Context: an optimization exercise on an open-source flow, tuned for small area, a short achievable clock period and few clock cycles per item. The choices shown serve that exercise and are no tape-out recipe. Only simulation tests tie the RTL to the original design; equivalence was not proved. Power figures rest on the tool's default switching activity, not on a simulated workload.

==> flow/design.v <==
package bsis_pkg;
  localparam int unsigned LW   = 5;    
  localparam int unsigned STW  = 7;    
  localparam int unsigned CHW  = 24;   
  localparam int unsigned IDXW = 16;   
endpackage
module bitonic_sort_index_sequencer_core
#(
  parameter int unsigned MAX_LOG_SIZE = 16,
  parameter int unsigned MAX_STEP     = 64
) (
  input  logic            clk_i,
  input  logic            rst_ni,
  input  logic            psel,
  input  logic            penable,
  input  logic            pwrite,
  input  logic [2:0]      paddr,
  input  logic [31:0]     pwdata,
  output logic [31:0]     prdata,
  output logic            pready,
  input  logic            in_valid_i,
  output logic            in_stall_o,
  input  logic [bsis_pkg::CHW-1:0]  chunk_index_i,
  output logic            out_valid_o,
  input  logic            out_stall_i,
  output logic [bsis_pkg::IDXW-1:0] element_index_o,
  output logic            past_end_o,
  output logic            last_o
);
  logic [4:0] log_q;
  logic [6:0] step_q;
  logic       sel_q;
  logic       cfg_wr;
  assign cfg_wr = psel && penable && pwrite;
  always_ff @(posedge clk_i or negedge rst_ni) begin
    if (!rst_ni) begin
      log_q  <= 5'd4;
      step_q <= 7'd8;
    end else if (cfg_wr) begin
      if (paddr[2]) step_q <= pwdata[6:0];
      else          log_q  <= pwdata[4:0];
    end
  end
  always_ff @(posedge clk_i) sel_q <= paddr[2];
  assign prdata = sel_q ? {25'd0, step_q} : {27'd0, log_q};
  assign pready = 1'b1;
  logic [4:0] n_eff;
  logic [6:0] s_eff;
  logic [5:0] km1;      
  assign n_eff = (log_q > 5'd16) ? 5'd16 : log_q;
  assign s_eff = (step_q == 7'd0) ? 7'd1 : (step_q > 7'd64) ? 7'd64 : step_q;
  assign km1   = 6'(s_eff - 7'd1);
  logic       valid_q, act_q, pend_q, pseek_q, mbusy_q, einc_q, ev_q;
  logic [2:0] ds_q;
  logic [15:0] o_q;
  logic        past_o_q, last_q;
  logic [5:0]  k_q;
  logic [15:0] lo_q;
  logic [15:0] m_q;       
  logic [16:0] sm_q;      
  logic        flip_q, sec_q, past_q;
  logic [24:0] e_q;       
  logic [30:0] p_q;       
  logic [4:0]  mc_q;
  logic [3:0]  ac_q;      
  localparam logic [2:0] D_IDLE = 3'd0, D_S1 = 3'd1, D_S2 = 3'd2, D_M1 = 3'd3, D_M2 = 3'd4,
                         D_FILL = 3'd5;
  assign in_stall_o      = pend_q;
  assign out_valid_o     = valid_q;
  assign element_index_o = o_q;
  assign past_end_o      = past_o_q;
  assign last_o          = last_q;
  logic accept, consec, advance, produce, chunk_end, wfree, start_c, start_s, far;
  assign accept    = in_valid_i && !pend_q;
  assign consec    = ev_q && ({1'b0, chunk_index_i} == e_q);
  assign advance   = !valid_q || !out_stall_i;
  assign produce   = advance && act_q;
  assign chunk_end = produce && (k_q == 6'd0);
  assign wfree     = !act_q || chunk_end;
  assign start_c   = pend_q && !pseek_q && wfree;
  assign start_s   = pend_q && pseek_q && !mbusy_q && wfree && (ds_q == D_IDLE);
  assign far       = (|p_q[30:25]) || (n_eff == 5'd0);
  logic [15:0] mf, topm, hi;
  logic        stage_end;
  assign mf        = {m_q[14:0], 1'b1};
  assign topm      = mf & ~m_q;
  assign hi        = flip_q ? (lo_q ^ mf) : (lo_q | topm);
  assign stage_end = &(lo_q | ~m_q);
  logic [14:0] lp1, t1;
  logic [15:0] ohs;
  logic        b1, bit_s, s_eq_n;
  assign lp1    = lo_q[15:1] + 15'd1;
  assign t1     = lo_q[15:1] & ~lp1;
  assign b1     = &(lo_q[15:1] | ~sm_q[15:1]);
  assign ohs    = {sm_q[14:0], 1'b1} & ~sm_q[15:0];
  assign bit_s  = |(lo_q & ohs);
  assign s_eq_n = (n_eff != 5'd0) && sm_q[n_eff - 5'd1] && !sm_q[n_eff];
  logic [9:0]  w, x, r;
  logic [14:0] st;
  logic [10:0] d;
  logic        neg, shok, s_gt_n, sleaf;
  logic [15:0] ohm;       
  logic [9:0]  xs;
  logic [4:0]  xm;
  assign w      = p_q[24:15];
  assign st     = p_q[14:0];
  assign shok   = ac_q != 4'd0;
  assign ohm    = m_q & ~{1'b0, m_q[15:1]};
  assign s_gt_n = m_q[n_eff - 5'd1];
  assign sleaf  = m_q[0] && !m_q[1];    
  always_comb begin
    xs = '0;
    xm = '0;
    for (int i = 0; i < 16; i++) begin
      if (ohm[i]) begin
        xs = xs | 10'((i + 2) * (i + 1));
        xm = xm | 5'(2 * (i + 1));
      end
    end
    case (ds_q)
      D_M1:    x = 10'd4;
      D_M2:    x = {5'd0, xm};
      D_FILL:  x = 10'd2;
      default: x = xs;
    endcase
  end
  assign d   = {1'b0, w} - {1'b0, x};
  assign neg = d[10];
  assign r   = neg ? w : d[9:0];
  logic dshift, lshift, lbit, ddone;
  always_comb begin
    dshift = 1'b0;
    lshift = 1'b0;
    lbit   = 1'b0;
    ddone  = 1'b0;
    case (ds_q)
      D_S1:   begin dshift = neg; lshift = neg; ddone = !neg && s_gt_n; end
      D_S2:   begin dshift = neg; lshift = neg; lbit = 1'b1; end
      D_M1:   begin lshift = neg; ddone = neg && !m_q[0]; end
      D_M2:   begin dshift = 1'b1; lshift = 1'b1; lbit = !neg; end
      D_FILL: begin dshift = shok; lshift = 1'b1; lbit = !neg; ddone = !shok; end
      default: ;
    endcase
    if (start_s && far) ddone = 1'b1;
  end
  always_ff @(posedge clk_i or negedge rst_ni) begin
    if (!rst_ni) begin
      valid_q <= 1'b0;
      act_q   <= 1'b0;
      pend_q  <= 1'b0;
      pseek_q <= 1'b0;
      mbusy_q <= 1'b0;
      einc_q  <= 1'b0;
      ev_q    <= 1'b0;
      ds_q    <= D_IDLE;
    end else begin
      if (advance) valid_q <= produce;
      einc_q <= accept;
      if (accept) begin
        pend_q  <= 1'b1;
        pseek_q <= !consec;
        mbusy_q <= !consec;
      end else if (mbusy_q && mc_q == 5'd23) begin
        mbusy_q <= 1'b0;
      end
      if (ddone) begin
        act_q  <= 1'b1;
        pend_q <= 1'b0;
        ds_q   <= D_IDLE;
        ev_q   <= 1'b1;
      end else begin
        if (start_c) begin
          act_q  <= 1'b1;
          pend_q <= 1'b0;
        end else if (chunk_end) begin
          act_q <= 1'b0;
        end
        if (start_s) begin
          act_q <= 1'b0;
          ds_q  <= D_S1;
        end else begin
          case (ds_q)
            D_S1:   if (neg && sleaf) ds_q <= D_M1;
                    else if (!neg) ds_q <= D_S2;
            D_S2:   if (neg && !sleaf) ds_q <= D_S1;
                    else ds_q <= D_M1;
            D_M1:   ds_q <= neg ? D_FILL : D_M2;
            D_M2:   ds_q <= D_M1;
            default: ;
          endcase
        end
      end
      if (cfg_wr) ev_q <= 1'b0;
    end
  end
  logic [7:0] msum;
  assign msum = {1'b0, p_q[30:24]} + (p_q[0] ? {1'b0, s_eff} : 8'd0);
  always_ff @(posedge clk_i) begin
    if (accept)      e_q <= {1'b0, chunk_index_i};
    else if (einc_q) e_q <= e_q + 25'd1;
    if (produce) begin
      last_q <= (k_q == 6'd0);
      k_q    <= k_q - 6'd1;
      if (past_q) begin
        o_q      <= '0;
        past_o_q <= 1'b1;
      end else begin
        past_o_q <= 1'b0;
        if (!sec_q) begin
          o_q   <= lo_q;
          sec_q <= 1'b1;
        end else begin
          o_q   <= hi;
          sec_q <= 1'b0;
          if (!stage_end) begin
            lo_q <= lo_q + 16'd1;
          end else if (m_q[0]) begin
            lo_q   <= lo_q & ~m_q;
            m_q    <= m_q >> 1;
            flip_q <= 1'b0;
          end else if (b1) begin
            if (s_eq_n) begin
              past_q <= 1'b1;
            end else if (!bit_s) begin
              lo_q   <= {lp1, 1'b0};
              m_q    <= '0;
              sm_q   <= 17'd1;
              flip_q <= 1'b1;
            end else begin
              lo_q   <= lo_q & ~{sm_q[14:0], 1'b1};
              m_q    <= {1'b0, sm_q[14:0]};
              sm_q   <= {sm_q[15:0], 1'b1};
              flip_q <= 1'b1;
            end
          end else begin
            lo_q   <= {lp1, 1'b0};
            m_q    <= {1'b0, t1};
            flip_q <= 1'b0;
          end
        end
      end
    end
    if (start_c || ddone) k_q <= km1;
    if (accept) begin
      p_q  <= {7'd0, chunk_index_i};
      mc_q <= '0;
    end else if (mbusy_q) begin
      p_q  <= {msum, p_q[23:1]};
      mc_q <= mc_q + 5'd1;
    end else if (start_s) begin
      sm_q   <= '1;
      m_q    <= '1;
      ac_q   <= 4'd15;
      past_q <= far;
    end else if (ds_q != D_IDLE) begin
      if (dshift && shok) begin
        p_q[24:0] <= {r[8:0], st, 1'b0};
        ac_q      <= ac_q - 4'd1;
      end else begin
        p_q[24:15] <= r;
      end
      if (lshift) lo_q <= {lo_q[14:0], lbit};
      if ((ds_q == D_S1 || ds_q == D_S2) && neg) begin
        sm_q <= sm_q >> 1;
        m_q  <= m_q >> 1;
      end
      if (ds_q == D_S2 && !neg) flip_q <= 1'b1;
      if (ds_q == D_M2) begin
        m_q    <= m_q >> 1;
        flip_q <= 1'b0;
      end
      if (ds_q == D_S1 && !neg && s_gt_n) past_q <= 1'b1;
      if (ddone) sec_q <= w[0];
    end
  end
endmodule
==> flow/run.sh <==
#!/bin/bash
# synth_recipe.tcl (not shown) runs the flow's synth.tcl, then flattens the netlist and writes it again
# the make line also repeats each setting of config.mk as NAME=value (left out here)
make -C /OpenROAD-flow-scripts/flow DESIGN_CONFIG=/design/flow/config.mk WORK_HOME=/design/flow/orfs CLKGATE_MAP_FILE= SYNTH_SCRIPT=/design/flow/synth_recipe.tcl finish
==> flow/config.mk <==
export PLATFORM = sky130hd
export DESIGN_NAME = bitonic_sort_index_sequencer_core
export DESIGN_NICKNAME = bitonic_sort_index_sequencer_core
export VERILOG_FILES = /design/flow/design.v
export SDC_FILE = /design/flow/constraint.sdc
export NUM_CORES = 4
export LEC_CHECK = 0
export ABC_CLOCK_PERIOD_IN_PS = 2000
export CAP_MARGIN = 20
export CORE_MARGIN = 2
export CORE_UTILIZATION = 40
export SETUP_SLACK_MARGIN = 5
export SLEW_MARGIN = 20
==> flow/constraint.sdc <==
create_clock -name core_clock -period 8.0 [get_ports {clk_i}]
set_input_delay 1.6000 -clock core_clock [delete_from_list [all_inputs] [get_ports {clk_i}]]
set_output_delay 1.6000 -clock core_clock [all_outputs]
set_load 0.01 [all_outputs]
==> notes.md <==
maximum resistive drop on vdd=around 0.00021 V; WP data arrival=4450 ps; Slowest Stage Delay on Critical Path=~450 ps; final weighted congestion in routability-driven placement=between 0.9 and 1; maxcap violations=0; number of enable-type register cells in the synthesized netlist=76; total via count in the routed design=between 10,000 and 15,000; buffer type at the clock tree root=clkbuf_16; share of layout cells above drive strength 1=22.75%; Setup Crit Path Kind=flip-flop to flip-flop; Final WS setup=3742 ps; final hold vios=0; instance count along the most critical hold path=2; number of antenna violations at the first check in global routing=0; dpl ws=2711 ps; most instantiated library cell after synthesis=nand2_1; Worst Hold Launch=mc_q[4]; worst reg2reg setup slack=roughly 3700 ps; RSZ-0062 raised after global routing=true; initial detailed-routing violation count=around 1,500; floorplan core area=0.02956 sq mm; mapped cell area=roughly 0.012 sq mm; count of unresolved DRC violations after routing=0; worst r2r src=m_q[9]; worst relative slew slack=between 30 and 40%; primary flip-flop cell chosen by synthesis mapping=edfxtp_1; status=finished clean; Avg Cell Area, Syn=8.488 sq um; number of synthesis warnings=1; post-detailed-route wirelength per cell=about 21 um; number of placed I/O pins=119; post-route total power=between 7000 and 8000 uW; worst reg-to-reg path cell count=20; Setup Viol. Count Final=0; Area growth syn-to-layout=27.72%; Power Dens Cells=roughly 470 mW/mm^2; CTS sink count=roughly 160; Seq/Total Area, Yosys=between 30% and 40%; area of the die=roughly 0.031 sq mm; Clock Latency Late Sink=approximately 450 ps; number of buffers inserted during clock tree synthesis=17; fraction of registers with async set or reset after synthesis=13.41%; Bufs on Longest Clock Path=2; leading cell types by total area after synthesis=edfxtp_1, dfxtp_1, a21oi_1, nand2_1, dfrtp_1; maximum number of pins on one net before global-route repair=37; gr ovfl total=0; Worst Path Buf+Inv=0; worst-path cell chain=nor2b_4, a21oi_1, and2_4, nand4_1, a21oi_2, nor2_1, a21oi_1, ha_1, o21a_1, o31a_1, o41ai_4, nand2_4, a32o_2, or3_4, mux2i_2, ha_2, nand2_1, xnor2_1, nor2_1, a31oi_1; count of buffers from port buffering=between 60 and 70; list of most frequent post-synthesis cells=nand2_1, nor2_1, a21oi_1; endpoint class of the critical path=flip-flop; Yosys top cell area share=19.08%; max-slew violation total from the final report=0; wire length reported by the detailed router=roughly 40 mm; post-synthesis cell type count=89; initial core utilization=40.46%; per-cell via count in the routed design=between 6 and 7; clock slew at the register clock pins of the worst setup and hold paths=roughly 80 ps; Site Rows=between 60 and 70; global-route usage over all layers=between 20% and 30%; clk_skew=around 17 ps; hold_buf cts=0; total of flip-flops plus latches after synthesis=about 160; worst-case hold path end point=mc_q[4]; chip height=between 150 and 200 um; Yosys top cell by area=edfxtp_1; gate family responsible for the most delay along the worst path=compound AO/OA/AOI/OAI gates; Worst R2R End=k_q[4]; worst-path maximum fanout=11; Fmax=234.8 MHz; number of global-route vias before repair=roughly 11,000; share of the clock period used by the worst path=roughly 53%; CTS tree=built; Total Neg Setup Slack=0 ps; library cell contributing the largest single delay on the critical path=o41ai_4; detailed-router iteration count before antenna repair=10; Worst EP required=around 8200 ps; die outline width=~180 um; count of inserted antenna diode cells=0; startpoint type of the worst setup path=flip-flop; Worst Max-Slew Pin Slew=a little over 900 ps; final layout net count=between 1,500 and 2,000; minimum clock period=about 4300 ps; Antenna Violating Nets Remaining=0; leak pwr=0.005949 uW; HPWL after detailed placement=around 25 mm; class of the tightest hold or removal check=flip-flop to flip-flop; CTS H-tree depth=4; cell count after synthesis=between 1,000 and 1,500; wire length of the first global-routing pass=approximately 63 mm
==> power breakdown <==
part | switching (uW) | total, uW | internal, uW
Clock | 426 | 882 | 456
Sequential | 714 | 2110 | 1400
Combinational | 2200 | 4220 | 2020
==> cell families (layout without fill, tap and decap cells) <==
logic type	Yosys count	after routing	synth area share, %
AND/OR/NAND/NOR	494	496	20.16
AO/OA/AOI/OAI	398	400	22.47
buffers and inverters	182	257	7.030
flip-flops	164	164	34.75
XOR/XNOR	66	66	4.833
multiplexers	64	64	6.486
adder cells (fa/ha/maj)	39	39	4.205
other	2	26	0.06279
==> worst reg2reg max path, cell delays in order (launching register included) <==
cell,delay (ps)
dfxtp_4,400
nor2b_4,150
a21oi_1,140
and2_4,170
nand4_1,130
a21oi_2,170
nor2_1,40
a21oi_1,140
ha_1,270
o21a_1,220
o31a_1,150
o41ai_4,450
nand2_4,90
a32o_2,310
or3_4,410
mux2i_2,200
ha_2,230
nand2_1,70
xnor2_1,120
nor2_1,90
a31oi_1,40
==> state kept, by name, summed over array words and instances, names as in the netlist, 3 cells and up <==
register  cells
o_q          16
lo_q         16
ds_q          3
log_q         5
ac_q          4
e_q          25
k_q           6
step_q        7
sm_q         17
m_q          16
mc_q          5
p_q          31
==> area by class of cell <==
class | count | area [sq um]
flip-flops and latches | 164 | 4225
multi-input cells | 1091 | 7835
inverters | 41 | 157.7
fillers | 2750 | 14280
clock buffers | 17 | 425.4
clock inverters | 15 | 209.0
well taps | 390 | 488.0
repair buffers | 184 | 1936
==> cell usage in the layout, fill, tap and decap left out, types with 13 or more instances in the layout <==
| master | netlist | final |
|---|---|---|
| a21oi_1 | 110 | 107 |
| a221oi_2 | 0 | 21 |
| a311oi_1 | 14 | 14 |
| a31oi_1 | 21 | 20 |
| and3_1 | 15 | 15 |
| buf_4 | 34 | 73 |
| buf_6 | 2 | 25 |
| clkbuf_16 | 0 | 19 |
| clkdlybuf4s50_1 | 0 | 52 |
| conb_1 | 2 | 26 |
| dfxtp_1 | 66 | 49 |
| dfxtp_4 | 0 | 13 |
| edfxtp_1 | 76 | 76 |
| ha_1 | 37 | 36 |
| inv_1 | 39 | 36 |
| mux2_2 | 18 | 16 |
| mux2i_1 | 37 | 35 |
| nand2_1 | 146 | 139 |
| nand2b_1 | 40 | 35 |
| nand3_1 | 37 | 34 |
| nand4_1 | 14 | 14 |
| nor2_1 | 121 | 107 |
| nor2b_1 | 30 | 25 |
| nor3_1 | 27 | 22 |
| o21ai_0 | 68 | 46 |
| o21ai_1 | 1 | 15 |
| o22ai_1 | 27 | 20 |
| xnor2_1 | 25 | 24 |
| xor2_1 | 41 | 41 |
==> worst max-delay path by stage <==
| stage | from | to | slack [ps] | cells after the start |
|---|---|---|---|---|
| after floorplan | m_q[12] | k_q[4] | 3690 | 22 |
| after global placement | m_q[7] | k_q[4] | 2760 | 19 |
| after detailed placement | m_q[7] | k_q[4] | 2710 | 19 |
| after CTS | m_q[12] | k_q[4] | 3840 | 20 |
| after global routing | m_q[9] | k_q[4] | 3510 | 20 |
| final | m_q[9] | k_q[4] | 3740 | 20 |
==> metrics by stage <==
stage,hold WS [ps],cell area (sq um),util [%],cells
floorplan,422.2,12380,-,1433
global placement,492.8,12800,43.30,1759
detailed placement,504.8,12800,43.30,1759
CTS,525.9,14720,49.79,1874
global route,569.5,15280,51.68,1902
finish,527.8,15280,51.68,1902
==> repair_timing <==
action / 4_1_cts / 5_1_grt
gates resized for setup: 185 / 79
cloned: 9 / 2
setup endpoints to repair: 153 / 113
pin swaps: 25 / 15
setup buffers: 74 / 26
==> routing by layer <==
metal	wire (um)	track usage, %
met1	17540	35.85
met2	17950	39.05
met5	0	0
met3	3491	4.596
met4	1466	11.43
Testbench counts, summed over its fixed seeds: cycles 144,799, items 135,995.

-- re-timing with driven ports --
The flow's constraints put no driver on any port. The routed layout listed below was extracted and timed again, unchanged, in two steps. Step 1 sets driving cells, clkbuf_16 on the clock port and buf_2 on the other inputs (assumed; they add their load-dependent delay and slew). Step 2 times the ports against the registers' clock, not the clock port: input delays grow and output delays shrink by t, the midpoint of the rising clock arrivals with the driver on. Three values: no drivers, after step 1, after step 2; two values: the first two.
shift t [ns]: 0.487
slack for setup (ns): 3.742 / 3.742 / 3.742
worst setup path after step 2: register to register
latest minus earliest clock arrival (ns): 0.023 / 0.023
worst slew at a driven data input, ns: 0.03
After both steps setup and hold are still met in this run. The setup slack of this run moves by 0.000 ns with the drivers and by 0.000 ns with both steps.
